From an optimization exercise on the open Yosys and OpenROAD flow, aimed at small area, a short achievable clock period and few clock cycles per item; shortcuts taken in it are not production practice.
At most, simulation tests tie the RTL to the original design; equivalence was not proved.
For runs 1 to 4, only the layout was checked, not whether the RTL still works.

==> design.v <==
`default_nettype none
package asd_pkg;
  localparam int SampleBits  = 12;
  localparam int ElapsedBits = 8;
  localparam int TimerBits   = 16;
  localparam int SumBits     = 19;
  localparam int CountBits   = 7;
  localparam int FracBits    = 10;
  localparam int CfgIdxBits  = 2;
  localparam int CfgDataBits = 16;
  localparam int InDataBits  = ((SampleBits + ElapsedBits + 7) / 8) * 8;
  localparam int OutDataBits = ((SampleBits + 7) / 8) * 8;
  localparam int ProdBits    = SampleBits + FracBits;
  localparam int ThrBits     = ProdBits - 8 + 1;
  localparam int JobBits     = 1 + 1 + SumBits + CountBits;
  localparam int QDepth      = 2;
  localparam int QPtrBits    = $clog2(QDepth);
  localparam int QCntBits    = $clog2(QDepth + 1);
  localparam int DivSteps    = SumBits;
  localparam int DivCntBits  = $clog2(DivSteps);
  localparam logic [SampleBits-1:0]  AvgReset      = SampleBits'(2048);
  localparam logic [TimerBits-1:0]   HoldoffReset  = TimerBits'(100);
  localparam logic [FracBits-1:0]    FracReset     = FracBits'(77);
  localparam logic [TimerBits-1:0]   LogPerReset   = TimerBits'(50);
  localparam logic [CountBits-1:0]   PerAvgReset   = CountBits'(20);
  typedef enum logic [CfgIdxBits-1:0] {
    CFG_HOLDOFF  = 2'd0,
    CFG_FRACTION = 2'd1,
    CFG_LOG_PER  = 2'd2,
    CFG_PER_AVG  = 2'd3
  } cfg_idx_e;
  typedef struct packed {
    logic                 spike;
    logic                 div;
    logic [SumBits-1:0]   sum;
    logic [CountBits-1:0] divisor;
  } job_t;
  typedef struct packed {
    logic                  upd;
    logic [SampleBits-1:0] level;
  } avg_t;
  typedef struct packed {
    logic push;
    logic pending;
  } front_stat_t;
endpackage
`default_nettype wire
`default_nettype none
module audio_spike_detector
(
  input  wire logic        clk_i,
  input  wire logic        rst_ni,
  input  wire logic        cfg_we_i,
  input  wire logic [1:0]  cfg_idx_i,
  input  wire logic [15:0] cfg_data_i,
  input  wire logic        s_axis_tvalid,
  output logic             s_axis_tready,
  input  wire logic [23:0] s_axis_tdata,
  output logic             m_axis_tvalid,
  input  wire logic        m_axis_tready,
  output logic [15:0]      m_axis_tdata,
  output logic             m_axis_tuser
);
  localparam int DivBits = 2;                
  localparam int DivCyc  = 12 / DivBits;     
  localparam int PhBits  = $clog2(DivCyc + 2);
  logic [15:0] hold_q, lper_q;
  logic [9:0]  frac_q;
  logic [6:0]  pavg_q;
  logic        iv_q;
  logic [11:0] smp_q;
  logic [7:0]  dt_q;
  logic [15:0] htmr_q, ptmr_q;
  logic [11:0] peak_q;
  logic [18:0] sum_q;      
  logic [6:0]  cnt_q;      
  logic [11:0] avg_q;
  logic [22:0] prod_q;     
  logic [PhBits-1:0] ph_q;
  logic              mul_q;    
  logic              mreq_q;   
  logic out_v_q;
  logic spk_q;
  logic busy, go, fire;
  assign busy = (ph_q != '0) || mreq_q;
  assign go   = !busy && (!out_v_q || m_axis_tready);
  assign fire = iv_q && go;
  assign s_axis_tready = !iv_q || go;
  logic [16:0] h_add, p_add;
  logic [15:0] h_sat, p_sat;
  logic [14:0] thr;
  logic        spike, per_end, div_now;
  logic [11:0] peak_new;
  logic [18:0] sum_new;
  logic [6:0]  cnt_inc;
  always_comb begin
    h_add    = {1'b0, htmr_q} + {9'b0, dt_q};
    p_add    = {1'b0, ptmr_q} + {9'b0, dt_q};
    h_sat    = h_add[16] ? 16'hFFFF : h_add[15:0];
    p_sat    = p_add[16] ? 16'hFFFF : p_add[15:0];
    thr      = prod_q[22:8];
    spike    = (h_sat > hold_q) && ({3'b0, smp_q} > thr);
    peak_new = (smp_q > peak_q) ? smp_q : peak_q;
    sum_new  = sum_q + {7'b0, peak_new};
    cnt_inc  = cnt_q + 7'd1;
    per_end  = (p_sat >= lper_q);
    div_now  = per_end && (cnt_inc >= pavg_q);
  end
  logic [6:0]         rem;
  logic [7:0]         trial;
  logic [8:0]         diff;
  logic [DivBits-1:0] qd;
  logic [18:0]        sum_div;
  always_comb begin
    rem = sum_q[18:12];
    for (int j = DivBits - 1; j >= 0; j--) begin
      trial = {rem, sum_q[12 - DivBits + j]};
      diff  = {1'b0, trial} - {2'b0, cnt_q};
      qd[j] = !diff[8];
      rem   = qd[j] ? diff[6:0] : trial[6:0];
    end
    sum_div = {rem, sum_q[11-DivBits:0], qd};
  end
  logic div_step, div_last, run_last;
  assign div_step = !mul_q && (ph_q != '0) && (ph_q <= PhBits'(DivCyc));
  assign div_last = !mul_q && (ph_q == PhBits'(DivCyc));
  assign run_last = (ph_q == PhBits'(DivCyc + 1));
  logic [DivBits-1:0] hdig;
  logic [10:0]        mult;
  logic [PhBits-1:0]  didx;
  always_comb begin
    mult = 11'd256 + {1'b0, frac_q};
    didx = ph_q - PhBits'(2);
    hdig = '0;
    for (int k = 0; k < DivCyc; k++) begin
      if (didx == PhBits'(k)) hdig = avg_q[12 - DivBits*k - 1 -: DivBits];
    end
    if (!mul_q && !run_last) hdig = sum_q[DivBits-1:0];
  end
  always_ff @(posedge clk_i or negedge rst_ni) begin
    if (!rst_ni) begin
      hold_q <= 16'd100;
      frac_q <= 10'd77;
      lper_q <= 16'd50;
      pavg_q <= 7'd20;
    end else if (cfg_we_i) begin
      case (cfg_idx_i)
        2'd0: hold_q <= cfg_data_i;
        2'd1: frac_q <= cfg_data_i[9:0];
        2'd2: lper_q <= cfg_data_i;
        default: pavg_q <= cfg_data_i[6:0];
      endcase
    end
  end
  always_ff @(posedge clk_i or negedge rst_ni) begin
    if (!rst_ni) begin
      iv_q    <= 1'b0;
      htmr_q  <= '0;
      ptmr_q  <= '0;
      peak_q  <= '0;
      sum_q   <= '0;
      cnt_q   <= '0;
      avg_q   <= 12'd2048;
      ph_q    <= '0;
      mul_q   <= 1'b0;
      mreq_q  <= 1'b1;
      out_v_q <= 1'b0;
    end else begin
      if (s_axis_tvalid && s_axis_tready) iv_q <= 1'b1;
      else if (fire)                      iv_q <= 1'b0;
      if (fire) begin
        htmr_q <= spike ? '0 : h_sat;
        ptmr_q <= per_end ? '0 : p_sat;
        peak_q <= per_end ? '0 : peak_new;
        if (per_end) begin
          sum_q <= sum_new;
          cnt_q <= cnt_inc;
        end
      end else if (div_last) begin
        sum_q <= '0;
        cnt_q <= '0;
        avg_q <= sum_div[11:0];
      end else if (div_step) begin
        sum_q <= sum_div;
      end
      if (fire && div_now) begin
        ph_q  <= PhBits'(1);
        mul_q <= 1'b0;
      end else if (ph_q == '0 && mreq_q) begin
        ph_q  <= PhBits'(1);
        mul_q <= 1'b1;
      end else if (run_last) begin
        ph_q  <= '0;
      end else if (ph_q != '0) begin
        ph_q  <= ph_q + PhBits'(1);
      end
      if (cfg_we_i && cfg_idx_i == 2'd1) mreq_q <= 1'b1;
      else if (ph_q == '0)               mreq_q <= 1'b0;
      if ((fire && !div_now) || div_last) out_v_q <= 1'b1;
      else if (m_axis_tready)             out_v_q <= 1'b0;
    end
  end
  always_ff @(posedge clk_i) begin
    if (s_axis_tvalid && s_axis_tready) begin
      smp_q <= s_axis_tdata[11:0];
      dt_q  <= s_axis_tdata[19:12];
    end
    if (fire) spk_q <= spike;
    if (ph_q == PhBits'(1)) prod_q <= '0;
    if (ph_q >= PhBits'(2)) prod_q <= (prod_q << DivBits) + 23'(hdig) * 23'(mult);
  end
  assign m_axis_tvalid = out_v_q;
  assign m_axis_tuser  = spk_q;
  assign m_axis_tdata  = {4'b0, avg_q};
endmodule
`default_nettype wire
==> run.sh <==
#!/bin/bash
# synth_recipe.tcl (not shown) runs the flow's synth.tcl, then flattens the netlist and writes it again
# the make line also repeats each setting of config.mk as NAME=value (left out here)
make -C /OpenROAD-flow-scripts/flow DESIGN_CONFIG=/design/flow/config.mk WORK_HOME=/design/flow/orfs CLKGATE_MAP_FILE= SYNTH_SCRIPT=/design/flow/synth_recipe.tcl finish
==> config.mk <==
export PLATFORM = sky130hd
export DESIGN_NAME = audio_spike_detector
export DESIGN_NICKNAME = audio_spike_detector
export VERILOG_FILES = /design/flow/design.v
export SDC_FILE = /design/flow/constraint.sdc
export NUM_CORES = 4
export LEC_CHECK = 0
export CAP_MARGIN = 20
export CORE_MARGIN = 2
export CORE_UTILIZATION = 40
export SETUP_SLACK_MARGIN = 2.5
export SLEW_MARGIN = 20
==> constraint.sdc <==
create_clock -name core_clock -period 6.5 [get_ports {clk_i}]
set_input_delay 1.3000 -clock core_clock [delete_from_list [all_inputs] [get_ports {clk_i}]]
set_output_delay 1.3000 -clock core_clock [all_outputs]
set_load 0.01 [all_outputs]
==> results of run 1 <==
[stage by stage]
step | util [%] | setup WS, ns
after floorplan | - | 2.42
after global placement | 44.4 | 1.66
after detailed placement | 44.4 | 1.59
after CTS | 50.9 | 2.18
after global routing | 53.2 | 1.97
final | 53.2 | 2.17
[sequential cells by signal, indices dropped and copies added, names as in the netlist]
name and count:
spk_q 1, ph_q 3, peak_q 12, smp_q 12, out_v_q 1, mreq_q 1, ptmr_q 16, htmr_q 16
frac_q 10, mul_q 1, iv_q 1, pavg_q 7, hold_q 16, dt_q 8, cnt_q 7, prod_q 23
sum_q 19, lper_q 16, avg_q 12
[critical path: stages, from the launching register on]
cell and delay (ns):
sky130_fd_sc_hd__dfrtp_2 0.46, sky130_fd_sc_hd__ha_4 0.19, sky130_fd_sc_hd__nand3b_1 0.17, sky130_fd_sc_hd__a21oi_2 0.14, sky130_fd_sc_hd__a21oi_1 0.05, sky130_fd_sc_hd__o211a_1 0.23, sky130_fd_sc_hd__nor3_2 0.18, sky130_fd_sc_hd__a21oi_4 0.09
sky130_fd_sc_hd__nor2b_2 0.14, sky130_fd_sc_hd__fa_1 0.43, sky130_fd_sc_hd__ha_2 0.21, sky130_fd_sc_hd__fa_2 0.36, sky130_fd_sc_hd__a211oi_2 0.27, sky130_fd_sc_hd__o21bai_1 0.12, sky130_fd_sc_hd__a31o_2 0.25, sky130_fd_sc_hd__a311o_2 0.44
sky130_fd_sc_hd__nand4_1 0.13, sky130_fd_sc_hd__xnor2_1 0.13, sky130_fd_sc_hd__nor2_1 0.05
[how the worst min path moves through the flow]
stage | start | end | slack, ns | cells past startpoint
finish | avg_q[11] | avg_q[11] | 0.48 | 2
global route | avg_q[11] | avg_q[11] | 0.48 | 2
CTS | avg_q[11] | avg_q[11] | 0.48 | 2
detailed placement | avg_q[11] | avg_q[11] | 0.47 | 2
global placement | avg_q[11] | avg_q[11] | 0.46 | 2
floorplan | htmr_q[0] | htmr_q[0] | 0.45 | 2
[area by class of cell]
| class | instances | area, µm² |
|---|---|---|
| Inverter | 108 | 405 |
| Clock inverter | 9 | 63.8 |
| Clock buffer | 23 | 510 |
| Tap cell | 396 | 495 |
| Multi-Input combinational cell | 979 | 8250 |
| Timing Repair Buffer | 183 | 1780 |
| Sequential cell | 182 | 4800 |
| Fill cell | 2714 | 14400 |
[layer usage]
metal	wire length (µm)	up-vias	track usage, %
li1	-	5003	-
met1	15600	5069	27.4
met2	16000	153	34.1
met3	978	44	2.51
met4	775	0	5.61
met5	0	-	0
[cells by family (layout without fill, tap and decap cells)]
kind of cell / after synthesis / after routing / synth area share (%)
buffers and inverters: 149 / 323 / 4.68
XOR/XNOR: 44 / 44 / 3.09
AO/OA/AOI/OAI: 322 / 322 / 17.3
adder cells (fa/ha/maj): 143 / 143 / 15.3
flip-flops: 182 / 182 / 38.4
multiplexers: 62 / 62 / 5.61
AND/OR/NAND/NOR: 404 / 404 / 15.6
other: 1 / 4 / 0.0301
[Yosys cell counts (all sizes together) (5+ instances only)]
master,instances
dfstp,14
fa,15
and3,10
a31oi,13
and2,8
ha,128
mux2i,5
a211oi,20
xnor2,26
nor3,30
a21oi,64
nor2,78
a221oi,6
a31o,5
nand2b,23
nand3b,5
a21o,22
o21a,14
mux2,57
buf,7
a211o,5
nand2,140
dfrtp,124
o21ai,87
a311o,5
xor2,18
or2,11
clkbuf,34
nor3b,11
nor2b,28
nor4,6
a22o,25
nand4,9
nand3,32
o211ai,10
inv,108
edfxtp,44
o21bai,9
[timing repair]
item | 4_1_cts | 5_1_grt
pin swaps | 60 | 80
setup endpoints to repair | 95 | 90
gates resized for setup | 171 | 109
hold buffers | 0 | 0
gates cloned | 4 | 1
buffers inserted | 85 | 24
==> impl_metrics.json, run 1 <==
{
  "synthesis.instances": 1307,
  "async_flop_share_pct": 75.8,
  "mappedNetlistArea_mm2": 0.0125,
  "cts-buffers-inserted": 17,
  "globalplace.congestion": 0.850,
  "via_count_of_the_first_global_routing_pass": 9996,
  "run_status": "no timing/DRC/antenna violations",
  "finish.net_count": 1661,
  "antenna_cells": 0,
  "timing.critical_path.fanout_max": 6,
  "final_critical_delay_including_setup_and_external_delays_ns": 4.33,
  "period_share_pct": 66.7,
  "layout_commonest_cell": "sky130_fd_sc_hd__nand2_1",
  "gr-usage-all-layers_pct": 20.2,
  "cts-htree-levels": 4,
  "starting_density_pct": 40.6,
  "timing.hold.worst.class": "register to register",
  "tritoncts": "done",
  "yosys_warnings": 1,
  "viasPerCell": 5.46,
  "routed-via-count": 10269,
  "synth_enable_flop_cells": 44,
  "cp.required_ns": 6.68,
  "unrepaired_setup_endpoints_after_global_routing": "true",
  "post-synth-top-area-fraction_pct": 24.9,
  "core_mm2": 0.0307,
  "worst-slew-pin-transition_ns": 0.918,
  "clock_tree.buffer_depth": 2,
  "summed_area_of_non_filler_cells_in_the_final_layout_mm2": 0.0163,
  "cell_type_with_the_largest_total_area_after_synthesis": "sky130_fd_sc_hd__dfrtp_1",
  "clk_pin_slew_ns": 0.07,
  "synth.top_cells.by_area": "sky130_fd_sc_hd__dfrtp_1 (25%), sky130_fd_sc_hd__ha_1 (13%), sky130_fd_sc_hd__edfxtp_1 (11%)",
  "fin_setup_tns_ns": 0,
  "initial_antenna_violation_count": 1,
  "first_iter_violations": 507,
  "first_pass_grt_wire_length_um": 52900,
  "dp_cells": 1734,
  "worstPathArrival_ns": 4.51,
  "maxSlewViolCount": 0,
  "routed_wl_um": 33400,
  "die_area_mm2": 0.0326,
  "startpoint_type": "register",
  "most-common-layout-cells": "sky130_fd_sc_hd__nand2_1 (126), sky130_fd_sc_hd__dfrtp_1 (121), sky130_fd_sc_hd__ha_1 (102)",
  "post_route_cells_drive_above_1_share_pct": 28.3,
  "max_cap_violations": 0,
  "area_delta_synth_final_pct": 30.8,
  "ant_nets": 0,
  "unique_cell_type_count_in_the_yosys_netlist": 71,
  "die_w_um": 181,
  "drt_first_pass_iters": 5,
  "rows": 64,
  "die_height_um": 181,
  "gr-total-overflow": 0,
  "clock_sink_count": 182,
  "hold-worst-slack_ns": 0.475,
  "postSynthRegisterBits": 182,
  "drc": 0,
  "timing.rr.end": "prod_q[16]",
  "post_synth.cell_area_avg_um2": 9.54,
  "critPathCaptureType": "register",
  "r2r.worst_path.cells": 18,
  "top_level_ports": 66,
  "synth_top_flop_cell": "sky130_fd_sc_hd__dfrtp_1",
  "critPathKind": "register to register",
  "report.final.hold_viol_count": 0,
  "regToRegStartpoint": "ph_q[1]",
  "place.port_buffers": 57,
  "wl_per_cell_um": 17.8,
  "finish.cell_count_without_fillers": 1880,
  "dp_hpwl_um": 22600,
  "timing.final.setup_violations": 0,
  "fin_skew_ns": 0.0166,
  "slew-limit-headroom_pct": 38.1,
  "r2r_slack_ns": 2.17,
  "setup.worst_path.start": "ph_q[1]",
  "insertion_delay_ns": 0.44,
  "timing.fmax_ghz": 0.231,
  "share_of_the_yosys_chip_area_belonging_to_registers_pct": 38.4,
  "grt_start_max_net_pins": 89,
  "placed_cell_area_mm2": 0.0136,
  "crit_path_end": "prod_q[16]",
  "cts_root_buffer": "sky130_fd_sc_hd__clkbuf_16"
}
==> inputs of run 2 (changes only) <==
--- a/design.v
+++ b/design.v
@@ -62,5 +62,5 @@
   output logic             m_axis_tuser
 );
-  localparam int DivBits = 2;                
+  localparam int DivBits = 3;                
   localparam int DivCyc  = 12 / DivBits;     
   localparam int PhBits  = $clog2(DivCyc + 2);
==> run 2 against run 1 <==
  * Still clean
  * Global-route usage rose by 1.2 points
  * Cell count rose by 4.3%
  * Critical path depth rose by 5
  * First-iteration DRC count rose by 55%
  * Utilization rose by 0.98 points
  * Setup slack got worse by 0.91 ns
  * Sequential share of layout area fell by 1.4 points
==> impl_metrics.json, run 2 <==
{
  "clk_pin_slew_ns": 0.07,
  "cts_root_buffer": "sky130_fd_sc_hd__clkbuf_16",
  "dp_hpwl_um": 23900,
  "crit_slowest_cell": "sky130_fd_sc_hd__dfrtp_1",
  "critPathKind": "register to register",
  "clock_tree.buffer_depth": 2,
  "path_cells": "inv_2 -> ha_4 -> fa_2 -> nand2b_4 -> a21o_1 -> a31oi_4 -> nor2_1 -> a21oi_2 -> ha_4 -> a211o_1 -> o211ai_2 -> a21oi_2 -> a211o_4 -> mux2_4 -> ha_4 -> a211oi_2 -> o21bai_1 -> a21o_1 -> a21o_1 -> a211oi_4 -> buf_6 -> mux2i_2 -> o221ai_1",
  "netlist_top_cells_count": "sky130_fd_sc_hd__nand2_1 (134), sky130_fd_sc_hd__ha_1 (130), sky130_fd_sc_hd__dfrtp_1 (124)",
  "timing.final.setup_violations": 0,
  "area_delta_synth_final_pct": 33.3,
  "run_status": "no timing/DRC/antenna violations",
  "final_standard_cell_utilization_of_the_core_pct": 54.1,
  "routed-via-count": 10778,
  "unrepaired_setup_endpoints_after_global_routing": "true",
  "async_flop_share_pct": 75.8,
  "starting_density_pct": 40.6,
  "gr-usage-all-layers_pct": 21.4,
  "timing.critical_path.fanout_max": 6,
  "postSynthRegisterBits": 182,
  "most-common-layout-cells": "sky130_fd_sc_hd__nand2_1 (124), sky130_fd_sc_hd__dfrtp_1 (118), sky130_fd_sc_hd__inv_1 (108)",
  "maxSlewViolCount": 0,
  "final_critical_delay_including_setup_and_external_delays_ns": 5.25,
  "layout_commonest_cell": "sky130_fd_sc_hd__nand2_1",
  "cts-buffers-inserted": 17,
  "summed_area_of_non_filler_cells_in_the_final_layout_mm2": 0.0171,
  "critical_path_max_stage_delay_ns": 0.40,
  "rows": 65,
  "wl_per_cell_um": 18.3,
  "synth_enable_flop_cells": 44,
  "grt_start_max_net_pins": 91,
  "cts_hold_buffers": 0,
  "globalplace.congestion": 0.848,
  "tritoncts": "done",
  "critical_path_s_top_delay_family": "compound AO/OA/AOI/OAI gates",
  "cts-htree-levels": 4,
  "place.port_buffers": 57,
  "core_mm2": 0.0316,
  "fin_skew_ns": 0.0138,
  "post_synth.cell_area_avg_um2": 9.48,
  "max_cap_violations": 0,
  "registers.top_by_ff_count": "prod_q",
  "timing.fmax_ghz": 0.191,
  "r2r_slack_ns": 1.25,
  "placed_cell_area_mm2": 0.0141,
  "initial_antenna_violation_count": 0,
  "period_share_pct": 80.7,
  "synth.top_cells.by_area": "sky130_fd_sc_hd__dfrtp_1 (24%), sky130_fd_sc_hd__ha_1 (13%), sky130_fd_sc_hd__edfxtp_1 (10%)",
  "slew-limit-headroom_pct": 36.6,
  "yosys_warnings": 1,
  "critPathCaptureType": "register",
  "via_count_of_the_first_global_routing_pass": 10566,
  "finish.net_count": 1749,
  "cell_type_with_the_largest_total_area_after_synthesis": "sky130_fd_sc_hd__dfrtp_1",
  "post-synth-top-area-fraction_pct": 24.1,
  "timing.hold.worst.class": "register to register",
  "die_w_um": 183,
  "viasPerCell": 5.50,
  "cp.required_ns": 6.81,
  "ant_nets": 0,
  "die_area_mm2": 0.0336,
  "drt_first_pass_iters": 5,
  "worstPathArrival_ns": 5.55,
  "antenna_cells": 0,
  "worst-slew-pin-transition_ns": 0.948,
  "synth_top_flop_cell": "sky130_fd_sc_hd__dfrtp_1",
  "report.final.hold_viol_count": 0,
  "startpoint_type": "register",
  "routed_wl_um": 35900,
  "die_height_um": 183,
  "share_of_the_yosys_chip_area_belonging_to_registers_pct": 37.3,
  "post_route_cells_drive_above_1_share_pct": 30.0,
  "gr-total-overflow": 0,
  "synthesis.instances": 1355,
  "fin_setup_tns_ns": 0,
  "top_level_ports": 66,
  "drc": 0,
  "cp.buffers_inverters": 2,
  "number_of_flip_flops_under_the_largest_register_name": 23,
  "first_pass_grt_wire_length_um": 56500,
  "mappedNetlistArea_mm2": 0.0129,
  "first_iter_violations": 785,
  "synth_most_common_cell": "sky130_fd_sc_hd__nand2_1",
  "top_regs": "prod_q: 23 flops, sum_q: 19 flops",
  "clock_sink_count": 182,
  "insertion_delay_ns": 0.45,
  "unique_cell_type_count_in_the_yosys_netlist": 75
}
run 2: final cells by class:
type,count,area (µm²)
tap,402,503
fill,2708,14500
clock inverter,15,139
inverter,123,462
timing repair buffer,211,2040
multi-input combinational,1011,8760
clock buffer,17,425
sequential,182,4800
run 2: metal layers:
metal | track usage (%) | up-vias | routed length (µm)
li1 | - | 5201 | -
met1 | 28.9 | 5334 | 16400
met2 | 35.9 | 218 | 17800
met3 | 3.28 | 25 | 1290
met4 | 5.66 | 0 | 452
met5 | 0 | - | 0
run 2: worst reg2reg max path, stage by stage, from the launching register on:
cell and delay [ns]:
sky130_fd_sc_hd__dfrtp_1 0.40, sky130_fd_sc_hd__inv_2 0.06, sky130_fd_sc_hd__ha_4 0.16, sky130_fd_sc_hd__fa_2 0.36, sky130_fd_sc_hd__nand2b_4 0.16, sky130_fd_sc_hd__a21o_1 0.19
sky130_fd_sc_hd__a31oi_4 0.30, sky130_fd_sc_hd__nor2_1 0.10, sky130_fd_sc_hd__a21oi_2 0.24, sky130_fd_sc_hd__ha_4 0.26, sky130_fd_sc_hd__a211o_1 0.30, sky130_fd_sc_hd__o211ai_2 0.09
sky130_fd_sc_hd__a21oi_2 0.10, sky130_fd_sc_hd__a211o_4 0.33, sky130_fd_sc_hd__mux2_4 0.34, sky130_fd_sc_hd__ha_4 0.22, sky130_fd_sc_hd__a211oi_2 0.23, sky130_fd_sc_hd__o21bai_1 0.12
sky130_fd_sc_hd__a21o_1 0.19, sky130_fd_sc_hd__a21o_1 0.20, sky130_fd_sc_hd__a211oi_4 0.28, sky130_fd_sc_hd__buf_6 0.17, sky130_fd_sc_hd__mux2i_2 0.21, sky130_fd_sc_hd__o221ai_1 0.14
run 2: final timing paths:
kind	startpoint	end	depth (start not counted)
max in group asynchronous	rst_ni	ph_q[1]	2
min reg2reg	avg_q[11]	avg_q[11]	2
min	avg_q[11]	avg_q[11]	2
max reg2reg	sum_q[11]	sum_q[15]	23
max	sum_q[11]	sum_q[15]	23
min in group asynchronous	rst_ni	htmr_q[12]	1
run 2: timing repair:
action	4_1_cts	5_1_grt
setup endpoints to repair	95	92
setup buffers	87	47
gates resized for setup	162	115
pin swaps	70	68
cloned	7	2
run 2: cells by family after synthesis:
group	Yosys count	synth area share, %
xor+xnor	49	3.34
simple gates	419	15.6
buf+inv	167	5.11
fa+ha+maj	156	16.7
other cells	1	0.0292
mux	52	4.76
flops	182	37.3
compound gates	329	17.2
run 2: metrics by stage:
stage	std cells	worst slack [ns]	hold WS [ns]
floorplan	1358	1.35	0.443
global placement	1785	0.604	0.457
detailed placement	1785	0.554	0.465
CTS	1911	1.36	0.476
global route	1961	1.10	0.508
finish	1961	1.25	0.472
==> inputs of run 3 (changes only) <==
--- a/design.v
+++ b/design.v
@@ -62,5 +62,5 @@
   output logic             m_axis_tuser
 );
-  localparam int DivBits = 3;                
+  localparam int DivBits = 2;                
   localparam int DivCyc  = 12 / DivBits;     
   localparam int PhBits  = $clog2(DivCyc + 2);
==> flow/run.sh (new file) <==
#!/bin/bash
# Standard layout, with the adders left to ABC instead of the platform's full/half adder cells.
set -euo pipefail
bash standard.sh ADDER_MAP_FILE= finish > make_finish.log 2>&1
==> standard.sh (new file) <==
#!/bin/bash
# synth_recipe.tcl (not shown) runs the flow's synth.tcl, then flattens the netlist and writes it again
# the make line also repeats each setting of config.mk as NAME=value (left out here)
make -C /OpenROAD-flow-scripts/flow DESIGN_CONFIG=/design/flow/config.mk WORK_HOME=/design/flow/orfs CLKGATE_MAP_FILE= SYNTH_SCRIPT=/design/flow/synth_recipe.tcl "${@:-finish}"
removed: run.sh
==> run 3 against run 2 <==
  * Synthesized cell count grew 24%
  * Utilization fell by 2.5 points
  * Count of clock-buffer cells in the layout is 4 higher
  * Worst hold slack improved by 0.0064 ns
  * Global-route usage rose by 0.27 points
  * Die area is 12% higher
  * Cell count rose by 17%
  * Register-to-register slack better by 1.2 ns
  * Cell area is 7.2% higher
  * Still clean
==> impl_metrics.json, run 3 <==
{
  "run_status": "no timing/DRC/antenna violations",
  "final_critical_delay_including_setup_and_external_delays_ns": 4.08,
  "initial_antenna_violation_count": 0,
  "synthesis.instances": 1680,
  "core_mm2": 0.0356,
  "area_delta_synth_final_pct": 27.2,
  "max_cap_violations": 0,
  "unrepaired_setup_endpoints_after_global_routing": "true",
  "registers.top_by_ff_count": "prod_q",
  "globalplace.congestion": 0.889,
  "viasPerCell": 5.94,
  "r2r.worst_path.cells": 16,
  "tritoncts": "done",
  "synth_top_flop_cell": "sky130_fd_sc_hd__dfrtp_1",
  "cts-buffers-inserted": 17,
  "cp.depth": 16,
  "async_flop_share_pct": 75.8,
  "clock_tree.buffer_depth": 2,
  "cp.required_ns": 6.89,
  "fin_skew_ns": 0.0145,
  "clock_sink_count": 182,
  "rows": 69,
  "post_synth.cell_area_avg_um2": 8.59,
  "path_cells": "xnor2_2 -> nand3_2 -> nor4_4 -> o211ai_1 -> a22o_4 -> buf_6 -> buf_6 -> mux2i_4 -> xnor2_1 -> or4b_4 -> nor4_4 -> o22ai_4 -> buf_6 -> a2111oi_4 -> mux2i_1 -> o211a_1",
  "die_w_um": 194,
  "finish.net_count": 1861,
  "synth_enable_flop_cells": 44,
  "mappedNetlistArea_mm2": 0.0144,
  "final_standard_cell_utilization_of_the_core_pct": 51.6,
  "timing.final.setup_violations": 0,
  "place.port_buffers": 57,
  "slew-limit-headroom_pct": 34.1,
  "first_iter_violations": 1043,
  "cell_type_with_the_largest_total_area_after_synthesis": "sky130_fd_sc_hd__dfrtp_1",
  "yosys_warnings": 1,
  "ant_nets": 0,
  "cts_root_buffer": "sky130_fd_sc_hd__clkbuf_16",
  "cts_hold_buffers": 0,
  "timing.hold.worst_path_depth": 2,
  "netlist_top_cells_count": "sky130_fd_sc_hd__nand2_1 (167), sky130_fd_sc_hd__nor2_1 (125), sky130_fd_sc_hd__dfrtp_1 (124)",
  "hold-worst-slack_ns": 0.478,
  "clk_pin_slew_ns": 0.07,
  "most-common-layout-cells": "sky130_fd_sc_hd__nand2_1 (161), sky130_fd_sc_hd__buf_4 (146), sky130_fd_sc_hd__nor2_1 (117)",
  "synth_most_common_cell": "sky130_fd_sc_hd__nand2_1",
  "drc": 0,
  "gr-total-overflow": 0,
  "timing.fmax_ghz": 0.245,
  "routed_wl_um": 42900,
  "grt_start_max_net_pins": 86,
  "wl_per_cell_um": 18.8,
  "die_area_mm2": 0.0376,
  "fin_setup_tns_ns": 0,
  "antenna_cells": 0,
  "insertion_delay_ns": 0.45,
  "top_regs": "prod_q: 23 flops, sum_q: 19 flops",
  "period_share_pct": 62.8,
  "critical_path_s_top_delay_family": "simple AND/OR/NAND/NOR gates",
  "cts-htree-levels": 4,
  "share_of_the_yosys_chip_area_belonging_to_registers_pct": 33.2,
  "postSynthRegisterBits": 182,
  "critical_path_max_stage_delay_ns": 0.55,
  "report.final.hold_viol_count": 0,
  "dp_hpwl_um": 27700,
  "starting_density_pct": 40.6,
  "critPathKind": "register to register",
  "top_level_ports": 66,
  "die_height_um": 194,
  "routed-via-count": 13587,
  "crit_slowest_cell": "sky130_fd_sc_hd__or4b_4",
  "unique_cell_type_count_in_the_yosys_netlist": 113,
  "post_route_cells_drive_above_1_share_pct": 27.7,
  "via_count_of_the_first_global_routing_pass": 12503,
  "post-synth-top-area-fraction_pct": 21.5,
  "layout_commonest_cell": "sky130_fd_sc_hd__nand2_1",
  "timing.hold.worst.class": "register to register",
  "worst-slew-pin-transition_ns": 0.986,
  "gr-usage-all-layers_pct": 21.7,
  "critPathCaptureType": "register",
  "first_pass_grt_wire_length_um": 67000,
  "startpoint_type": "register",
  "worstPathArrival_ns": 4.48,
  "drt_first_pass_iters": 6,
  "crit_path_frequent_cell": "sky130_fd_sc_hd__buf_6",
  "maxSlewViolCount": 0,
  "synth.top_cells.by_area": "sky130_fd_sc_hd__dfrtp_1 (21%), sky130_fd_sc_hd__edfxtp_1 (9.2%), sky130_fd_sc_hd__xnor2_1 (5.2%)",
  "cp.buffers_inverters": 3,
  "number_of_flip_flops_under_the_largest_register_name": 23,
  "timing.critical_path.fanout_max": 4
}
run 3: stage by stage:
stage	instances	instance area, µm²	setup slack [ns]
after detailed placement	2095	15200	1.18
after floorplan	1683	14400	2.59
final	2288	18400	2.42
after CTS	2221	17000	2.28
after global routing	2288	18400	2.18
after global placement	2095	15200	1.30
run 3: kinds of logic (layout without fill, tap and decap cells):
family          count (synthesis)  after routing  synth area share, %
compound gates                507            509                 24.8
xor+xnor                      132            132                 8.69
fa+ha+maj                      35             35                 2.45
buf+inv                       191            332                 5.52
flops                         182            182                 33.2
mux                            82             82                 6.24
other cells                     1              4               0.0260
simple gates                  550            551                 19.0
run 3: worst paths after layout:
path                             end       from  slack [ns]
min in group asynchronous  htmr_q[9]     rst_ni        0.90
max reg2reg                sum_q[18]  smp_q[10]        2.42
min                        avg_q[11]  avg_q[11]        0.48
max                        sum_q[18]  smp_q[10]        2.42
max in group asynchronous  peak_q[4]     rst_ni        4.26
min reg2reg                avg_q[11]  avg_q[11]        0.48
run 3: tightest hold or removal path, stage by stage, from the launching register on:
cell	delay, ns
sky130_fd_sc_hd__dfstp_2	0.38
sky130_fd_sc_hd__nand2_1	0.05
sky130_fd_sc_hd__nand2_1	0.05
run 3: layout make-up:
type,count,area (µm²)
Clock inverter,11,87.6
Multi-Input combinational cell,1313,10100
Sequential cell,182,4810
Clock buffer,21,473
Inverter,70,267
Timing Repair Buffer,230,2010
Tap cell,461,577
Fill cell,3232,17200
run 3: timing repair:
item / CTS / global route
gates resized for setup: 111 / 170
cloned: 3 / 0
pin swaps: 58 / 87
endpoints found under the setup margin: 93 / 88
buffers inserted: 91 / 67
run 3: layer usage:
| layer | up-vias | share of wire (%) | global-route usage, % |
|---|---|---|---|
| met5 | - | 0 | 0 |
| li1 | 6450 | - | - |
| met1 | 6681 | 45 | 29.7 |
| met3 | 64 | 4.7 | 3.32 |
| met4 | 0 | 1.9 | 6.54 |
| met2 | 392 | 48 | 35.3 |
==> inputs of run 4 (changes only) <==
--- a/config.mk
+++ b/config.mk
@@ -6,4 +6,5 @@
 export NUM_CORES = 4
 export LEC_CHECK = 0
+export ABC_AREA = 1
 export CAP_MARGIN = 20
 export CORE_MARGIN = 2
==> run 4 against run 3 <==
  * Still clean on timing, DRC and antenna
  * Utilization decreased by 6.1 points
  * Via count shrank 6.6%
  * Routed wire length decreased by 16%
  * Flip-flop and latch count did not move
  * Critical endpoint is now s_axis_tready
  * Largest cell class unchanged
==> impl_metrics.json, run 4 <==
{
  "critPathCaptureType": "output pin",
  "antenna_cells": 0,
  "layout_commonest_cell": "sky130_fd_sc_hd__nand2_1",
  "synthesis.instances": 2016,
  "share_of_the_yosys_chip_area_belonging_to_registers_pct": 36.1,
  "yosys_warnings": 1,
  "synth_most_common_cell": "sky130_fd_sc_hd__nand2_1",
  "first_pass_grt_wire_length_um": 59100,
  "fin_skew_ns": 0.0148,
  "max_cap_violations": 0,
  "routed_wl_um": 36000,
  "summed_area_of_non_filler_cells_in_the_final_layout_mm2": 0.0149,
  "registers.top_by_ff_count": "prod_q",
  "drt_first_pass_iters": 5,
  "cts-buffers-inserted": 17,
  "clock_tree.buffer_depth": 2,
  "synth_top_flop_cell": "sky130_fd_sc_hd__dfrtp_1",
  "post-synth-top-area-fraction_pct": 23.4,
  "gr-total-overflow": 0,
  "drc": 0,
  "clk_pin_slew_ns": 0.08,
  "timing.hold.worst.class": "register to register",
  "multi_input_comb_area_mm2": 0.00715,
  "post_synth.cell_area_avg_um2": 6.59,
  "finish.cell_count_without_fillers": 2514,
  "timing.fmax_ghz": 0.277,
  "final_standard_cell_utilization_of_the_core_pct": 45.5,
  "cts_root_buffer": "sky130_fd_sc_hd__clkbuf_16",
  "die_area_mm2": 0.0347,
  "fillerInstances": 3412,
  "maxSlewViolCount": 0,
  "worst-slew-pin-transition_ns": 0.936,
  "via_count_of_the_first_global_routing_pass": 11773,
  "synthMuxAreaShare_pct": 0,
  "cell_type_with_the_largest_total_area_after_synthesis": "sky130_fd_sc_hd__dfrtp_1",
  "routed-via-count": 12692,
  "period_share_pct": 55.5,
  "dp_cells": 2479,
  "unrepaired_setup_endpoints_after_global_routing": "false",
  "slew-limit-headroom_pct": 37.4,
  "gr-usage-all-layers_pct": 21.7,
  "timing.critical_path.fanout_max": 3,
  "cp.required_ns": 5.20,
  "top_regs": "prod_q: 23 flops, sum_q: 19 flops",
  "first_iter_violations": 859,
  "grt_start_max_net_pins": 99,
  "die_height_um": 186,
  "placed_cell_area_mm2": 0.0142,
  "synth-compound-area-share_pct": 13.2,
  "synth_area_in_adders_pct": 0,
  "async_flop_share_pct": 75.8,
  "run_status": "no timing/DRC/antenna violations",
  "fin_setup_tns_ns": 0,
  "area_delta_synth_final_pct": 11.9,
  "mappedNetlistArea_mm2": 0.0133,
  "timing.final.setup_violations": 0,
  "rows": 66,
  "netlist_top_cells_count": "sky130_fd_sc_hd__nand2_1 (645), sky130_fd_sc_hd__inv_1 (263), sky130_fd_sc_hd__nor2_1 (188)",
  "dp_hpwl_um": 27300,
  "synth_top_family_by_area": "simple AND/OR/NAND/NOR gates",
  "initial_antenna_violation_count": 0,
  "yosys.area_share.xor_xnor_pct": 1.85,
  "postSynthRegisterBits": 182,
  "critPathKind": "input pin to output pin",
  "startpoint_type": "input pin",
  "viasPerCell": 5.05,
  "layout.area.seq_mm2": 0.00479,
  "post_synth_and_or_nand_nor_area_fraction_pct": 38.4,
  "post_route_cells_drive_above_1_share_pct": 9.99,
  "worstPathArrival_ns": 2.31,
  "place.port_buffers": 57,
  "insertion_delay_ns": 0.46,
  "synth_enable_flop_cells": 44,
  "tritoncts": "done",
  "finish.net_count": 2106,
  "top_level_ports": 66,
  "unique_cell_type_count_in_the_yosys_netlist": 57,
  "report.final.hold_viol_count": 0,
  "cts_hold_buffers": 0,
  "core_mm2": 0.0326,
  "final_critical_delay_including_setup_and_external_delays_ns": 3.61,
  "clock_sink_count": 182,
  "wl_per_cell_um": 14.3,
  "die_w_um": 186,
  "ant_nets": 0,
  "globalplace.congestion": 0.922,
  "synth.top_cells.by_area": "sky130_fd_sc_hd__dfrtp_1 (23%), sky130_fd_sc_hd__nand2_1 (18%), sky130_fd_sc_hd__edfxtp_1 (10%)",
  "starting_density_pct": 40.7,
  "most-common-layout-cells": "sky130_fd_sc_hd__nand2_1 (645), sky130_fd_sc_hd__inv_1 (262), sky130_fd_sc_hd__nor2_1 (185)",
  "cts-htree-levels": 4,
  "number_of_flip_flops_under_the_largest_register_name": 23
}
## run 4: cell count changes after synthesis, moves of 32 or more
cell                       previous run  this run
sky130_fd_sc_hd__o21ai_1              5        39
sky130_fd_sc_hd__nand3_1             47       155
sky130_fd_sc_hd__o21ai_0             96       143
sky130_fd_sc_hd__xnor2_1             86        10
sky130_fd_sc_hd__inv_1               69       263
sky130_fd_sc_hd__maj3_1              32         0
sky130_fd_sc_hd__clkbuf_1            83        17
sky130_fd_sc_hd__inv_2                0        33
sky130_fd_sc_hd__nor2_1             125       188
sky130_fd_sc_hd__nand2_1            167       645
sky130_fd_sc_hd__a21oi_1             95        61
sky130_fd_sc_hd__nand2_2              0        42
sky130_fd_sc_hd__mux2_2              52         0
## run 4: final cells by class
class                   instances  share of cell area [%]
clock inverters                15                    1.09
clock buffers                  17                    2.86
well taps                     442                    3.72
flip-flops and latches        182                    32.3
repair buffers                 65                    4.27
inverters                     298                    7.67
multi-input cells            1495                    48.1
## run 4: worst paths after layout
check,startpoint,endpoint,slack [ns],depth (start not counted)
max,m_axis_tready,s_axis_tready,2.89,6
min,htmr_q[13],htmr_q[13],0.49,2
max reg2reg,dt_q[6],peak_q[11],3.14,20
min reg2reg,htmr_q[13],htmr_q[13],0.49,2
max in group asynchronous,rst_ni,avg_q[11],4.39,2
min in group asynchronous,rst_ni,htmr_q[15],0.94,1
## run 4: cells by family after synthesis
group	count (synthesis)
AND/OR/NAND/NOR	1147
XOR/XNOR	28
buffers and inverters	342
other	1
flip-flops	182
AO/OA/AOI/OAI	316
## run 4: through the flow
step	worst slack [ns]	hold slack (ns)
global route	2.64	0.530
CTS	2.52	0.491
global placement	1.81	0.465
finish	2.89	0.487
floorplan	3.53	0.449
detailed placement	1.74	0.470
## run 4: worst max-delay path: stages
cell                              delay, ns
sky130_fd_sc_hd__clkdlybuf4s50_1       0.40
sky130_fd_sc_hd__nor2_1                0.11
sky130_fd_sc_hd__inv_1                 0.07
sky130_fd_sc_hd__nand2_1               0.17
sky130_fd_sc_hd__nand2_1               0.09
sky130_fd_sc_hd__dlymetal6s2s_1        0.18
## run 4: what timing repair did
action / 4_1_cts / 5_1_grt
endpoints found under the setup margin: 67 / 2
pin swaps: 1 / 0
gates resized for setup: 7 / 4
buffers inserted: 2 / 1
## run 4: routing by layer
layer | wire (µm) | vias up | GRT usage (%)
li1 | - | 6541 | -
met1 | 17700 | 5823 | 30.4
met4 | 710 | 0 | 6.58
met5 | 0 | - | 0
met3 | 1580 | 35 | 2.90
met2 | 16000 | 293 | 34.9
==> inputs of run 5 (changes only) <==
--- a/design.v
+++ b/design.v
@@ -62,5 +62,5 @@
   output logic             m_axis_tuser
 );
-  localparam int DivBits = 2;                
+  localparam int DivBits = 3;                
   localparam int DivCyc  = 12 / DivBits;     
   localparam int PhBits  = $clog2(DivCyc + 2);
@@ -109,5 +109,4 @@
   logic [6:0]         rem;
   logic [7:0]         trial;
-  logic [8:0]         diff;
   logic [DivBits-1:0] qd;
   logic [18:0]        sum_div;
@@ -116,7 +115,6 @@
     for (int j = DivBits - 1; j >= 0; j--) begin
       trial = {rem, sum_q[12 - DivBits + j]};
-      diff  = {1'b0, trial} - {2'b0, cnt_q};
-      qd[j] = !diff[8];
-      rem   = qd[j] ? diff[6:0] : trial[6:0];
+      qd[j] = (trial >= {1'b0, cnt_q});
+      rem   = qd[j] ? 7'(trial - {1'b0, cnt_q}) : trial[6:0];
     end
     sum_div = {rem, sum_q[11-DivBits:0], qd};
==> run.sh (new file) <==
#!/bin/bash
# synth_recipe.tcl (not shown) runs the flow's synth.tcl, then flattens the netlist and writes it again
# the make line also repeats each setting of config.mk as NAME=value (left out here)
make -C /OpenROAD-flow-scripts/flow DESIGN_CONFIG=/design/flow/config.mk WORK_HOME=/design/flow/orfs CLKGATE_MAP_FILE= SYNTH_SCRIPT=/design/flow/synth_recipe.tcl finish
--- a/config.mk
+++ b/config.mk
@@ -6,8 +6,6 @@
 export NUM_CORES = 4
 export LEC_CHECK = 0
-export ABC_AREA = 1
 export CAP_MARGIN = 20
 export CORE_MARGIN = 2
 export CORE_UTILIZATION = 40
-export SETUP_SLACK_MARGIN = 2.5
 export SLEW_MARGIN = 20
removed: flow/run.sh
removed: standard.sh
==> run 5 against run 4 <==
  * Highest routed layer unchanged
  * Sequential share of layout area is 0.86 points higher
  * Count of clock-buffer cells in the layout rose by 3
  * Register-to-register slack got worse by 2.7 ns
  * Utilization increased by 0.30 points
  * Flip-flop and latch count stayed put
  * Die area shrank 3.5%
  * Synthesized cell count down 34%
==> impl_metrics.json, run 5 <==
{
  "dp_cells": 1758,
  "synth_most_common_cell": "sky130_fd_sc_hd__nand2_1",
  "synth_top_family_by_area": "adder cells",
  "drt_first_pass_iters": 6,
  "area_delta_synth_final_pct": 12.9,
  "ant_nets": 0,
  "finish.cell_count_without_fillers": 1791,
  "synthesis.instances": 1325,
  "timing.critical_path.fanout_max": 12,
  "fin_setup_tns_ns": 0,
  "startpoint_type": "register",
  "final_critical_delay_including_setup_and_external_delays_ns": 6.09,
  "synth-compound-area-share_pct": 16.6,
  "post_synth.cell_area_avg_um2": 9.67,
  "viasPerCell": 5.49,
  "die_area_mm2": 0.0335,
  "clock_tree.buffer_depth": 2,
  "worstPathArrival_ns": 6.47,
  "top_regs": "prod_q: 23 flops, sum_q: 19 flops",
  "async_flop_share_pct": 75.8,
  "routed_wl_um": 31100,
  "timing.final.setup_violations": 0,
  "finish.net_count": 1577,
  "registers.top_by_ff_count": "prod_q",
  "place.port_buffers": 57,
  "cts-buffers-inserted": 17,
  "tritoncts": "done",
  "synth_top_flop_cell": "sky130_fd_sc_hd__dfrtp_1",
  "yosys.area_share.xor_xnor_pct": 3.42,
  "synthMuxAreaShare_pct": 6.63,
  "synth_enable_flop_cells": 44,
  "top_level_ports": 66,
  "maxSlewViolCount": 0,
  "post_cts_resize_count": 0,
  "post_route_cells_drive_above_1_share_pct": 9.37,
  "timing.fmax_ghz": 0.164,
  "synth_area_in_adders_pct": 16.7,
  "cts_hold_buffers": 0,
  "die_height_um": 183,
  "share_of_the_yosys_chip_area_belonging_to_registers_pct": 37.4,
  "globalplace.congestion": 0.896,
  "number_of_flip_flops_under_the_largest_register_name": 23,
  "unique_cell_type_count_in_the_yosys_netlist": 77,
  "core_mm2": 0.0316,
  "critPathKind": "register to register",
  "most-common-layout-cells": "sky130_fd_sc_hd__nand2_1 (141), sky130_fd_sc_hd__ha_1 (128), sky130_fd_sc_hd__dfrtp_1 (124)",
  "grt_start_max_net_pins": 91,
  "first_pass_grt_wire_length_um": 51300,
  "post-synth-top-area-fraction_pct": 24.2,
  "worst-slew-pin-transition_ns": 0.990,
  "drc": 0,
  "routed-via-count": 9832,
  "report.final.hold_viol_count": 0,
  "die_w_um": 183,
  "first_iter_violations": 692,
  "gr-total-overflow": 0,
  "slew-limit-headroom_pct": 33.8,
  "mappedNetlistArea_mm2": 0.0128,
  "initial_antenna_violation_count": 1,
  "clk_pin_slew_ns": 0.07,
  "cell_type_with_the_largest_total_area_after_synthesis": "sky130_fd_sc_hd__dfrtp_1",
  "cts-htree-levels": 4,
  "dp_hpwl_um": 23400,
  "wl_per_cell_um": 17.4,
  "fin_skew_ns": 0.0123,
  "run_status": "no timing/DRC/antenna violations",
  "rows": 65,
  "netlist_top_cells_count": "sky130_fd_sc_hd__nand2_1 (142), sky130_fd_sc_hd__ha_1 (129), sky130_fd_sc_hd__dfrtp_1 (124)",
  "cts_root_buffer": "sky130_fd_sc_hd__clkbuf_16",
  "clock_sink_count": 182,
  "max_cap_violations": 0,
  "layout_commonest_cell": "sky130_fd_sc_hd__nand2_1",
  "via_count_of_the_first_global_routing_pass": 9756,
  "cp.required_ns": 6.87,
  "period_share_pct": 93.8,
  "post_synth_and_or_nand_nor_area_fraction_pct": 14.3,
  "postSynthRegisterBits": 182,
  "hold-worst-slack_ns": 0.472,
  "insertion_delay_ns": 0.45,
  "gr-usage-all-layers_pct": 19.4,
  "critPathCaptureType": "register",
  "starting_density_pct": 40.6,
  "unrepaired_setup_endpoints_after_global_routing": "false",
  "yosys_warnings": 1,
  "number_of_buffers_added_for_setup_after_cts": 0,
  "synth.top_cells.by_area": "sky130_fd_sc_hd__dfrtp_1 (24%), sky130_fd_sc_hd__ha_1 (13%), sky130_fd_sc_hd__edfxtp_1 (10%)",
  "timing.hold.worst.class": "register to register"
}
run 5: layout make-up:
class	count	area (µm²)
Antenna cell	1	2.50
Clock buffer	20	457
Clock inverter	12	173
Fill cell	2999	17100
Inverter	121	454
Multi-Input combinational cell	981	7400
Sequential cell	182	4790
Tap cell	402	503
Timing Repair Buffer	72	684
run 5: stage by stage:
step                setup slack, ns  utilization [%]  area (µm²)
CTS                           0.424             45.8       14500
floorplan                      1.07                -       12800
finish                        0.406             45.8       14500
detailed placement            0.463             43.8       13800
global placement              0.590             43.8       13800
global route                 0.0802             45.8       14500
run 5: kinds of logic after synthesis:
group / Yosys count
AOI/OAI and AO/OA: 317
xor gates and xnor gates: 50
adders and majority gates: 155
buffers and inverters: 165
DFF: 182
muxes: 73
other: 1
and+or+nand+nor: 382
run 5: worst paths after layout:
path,start,to,slack [ns],cells after the start
setup / recovery,cnt_q[0],sum_q[15],0.41,23
hold / removal,avg_q[11],avg_q[11],0.47,2
setup reg to reg,cnt_q[0],sum_q[15],0.41,23
hold reg to reg,avg_q[11],avg_q[11],0.47,2
max in group asynchronous,rst_ni,pavg_q[1],4.33,2
min in group asynchronous,rst_ni,htmr_q[14],0.94,1
run 5: metal layers:
metal | up-vias | track usage, % | wire length [µm]
met5 | - | 0 | 0
met4 | 0 | 6.53 | 729
met3 | 41 | 2.92 | 998
met2 | 194 | 31.3 | 14500
met1 | 4782 | 26.7 | 14900
li1 | 4815 | - | -
run 5: worst max-delay path, cell delays in order (launching register included):
cell and delay [ns]:
sky130_fd_sc_hd__dfrtp_1 0.54, sky130_fd_sc_hd__ha_1 0.26, sky130_fd_sc_hd__inv_1 0.06, sky130_fd_sc_hd__fa_1 0.45, sky130_fd_sc_hd__a211oi_2 0.21, sky130_fd_sc_hd__o21ai_1 0.12, sky130_fd_sc_hd__a31oi_1 0.17, sky130_fd_sc_hd__buf_4 0.22
sky130_fd_sc_hd__mux2_2 0.37, sky130_fd_sc_hd__ha_1 0.32, sky130_fd_sc_hd__nor2b_1 0.16, sky130_fd_sc_hd__o31a_1 0.27, sky130_fd_sc_hd__nor3_1 0.37, sky130_fd_sc_hd__o21ai_4 0.20, sky130_fd_sc_hd__mux2i_1 0.22, sky130_fd_sc_hd__fa_1 0.49
sky130_fd_sc_hd__a211oi_1 0.27, sky130_fd_sc_hd__nor2_1 0.10, sky130_fd_sc_hd__nor2_1 0.13, sky130_fd_sc_hd__a21oi_1 0.08, sky130_fd_sc_hd__nor2_1 0.17, sky130_fd_sc_hd__o21ai_4 0.17, sky130_fd_sc_hd__or4b_1 0.49, sky130_fd_sc_hd__a21oi_1 0.16
Testbench counts of run 5, summed over its fixed seeds: cycles 13,024, items 8,000.

## separate check: timing with driven ports
In the flow no input, the clock included, has a driving cell. The finished layouts below were timed again as built, in two steps. Step 1: set_driving_cell puts a clkbuf_16 on clk_i and a buf_2 on each other input, an assumption about the parent block. Step 2 times the ports against the registers' clock, not the clock port: input delays grow and output delays shrink by t, the midpoint of the rising clock arrivals with the driver on. a / b / c = no drivers / after step 1 / after step 2; a / b = the first two.
| run | t (ns) | setup slack, ns | clock arrival spread, ns | worst slew at a driven data input, ns |
|---|---|---|---|---|
| run 1 | 0.483 | 2.167 / 2.167 / 2.045 | 0.016 / 0.017 | 0.04 |
| run 2 | 0.489 | 1.255 / 1.255 / 1.255 | 0.013 / 0.014 | 0.04 |
| run 3 | 0.494 | 2.416 / 2.416 / 2.416 | 0.015 / 0.015 | 0.04 |
| run 4 | 0.497 | 2.889 / 2.864 / 2.707 | 0.015 / 0.015 | 0.04 |
| run 5 | 0.490 | 0.406 / 0.406 / 0.406 | 0.012 / 0.013 | 0.04 |
After both steps setup and hold are still met in every run listed. For run 4, which loses most, drivers alone change the setup slack by -0.025 ns; drivers and shift together by -0.182 ns.
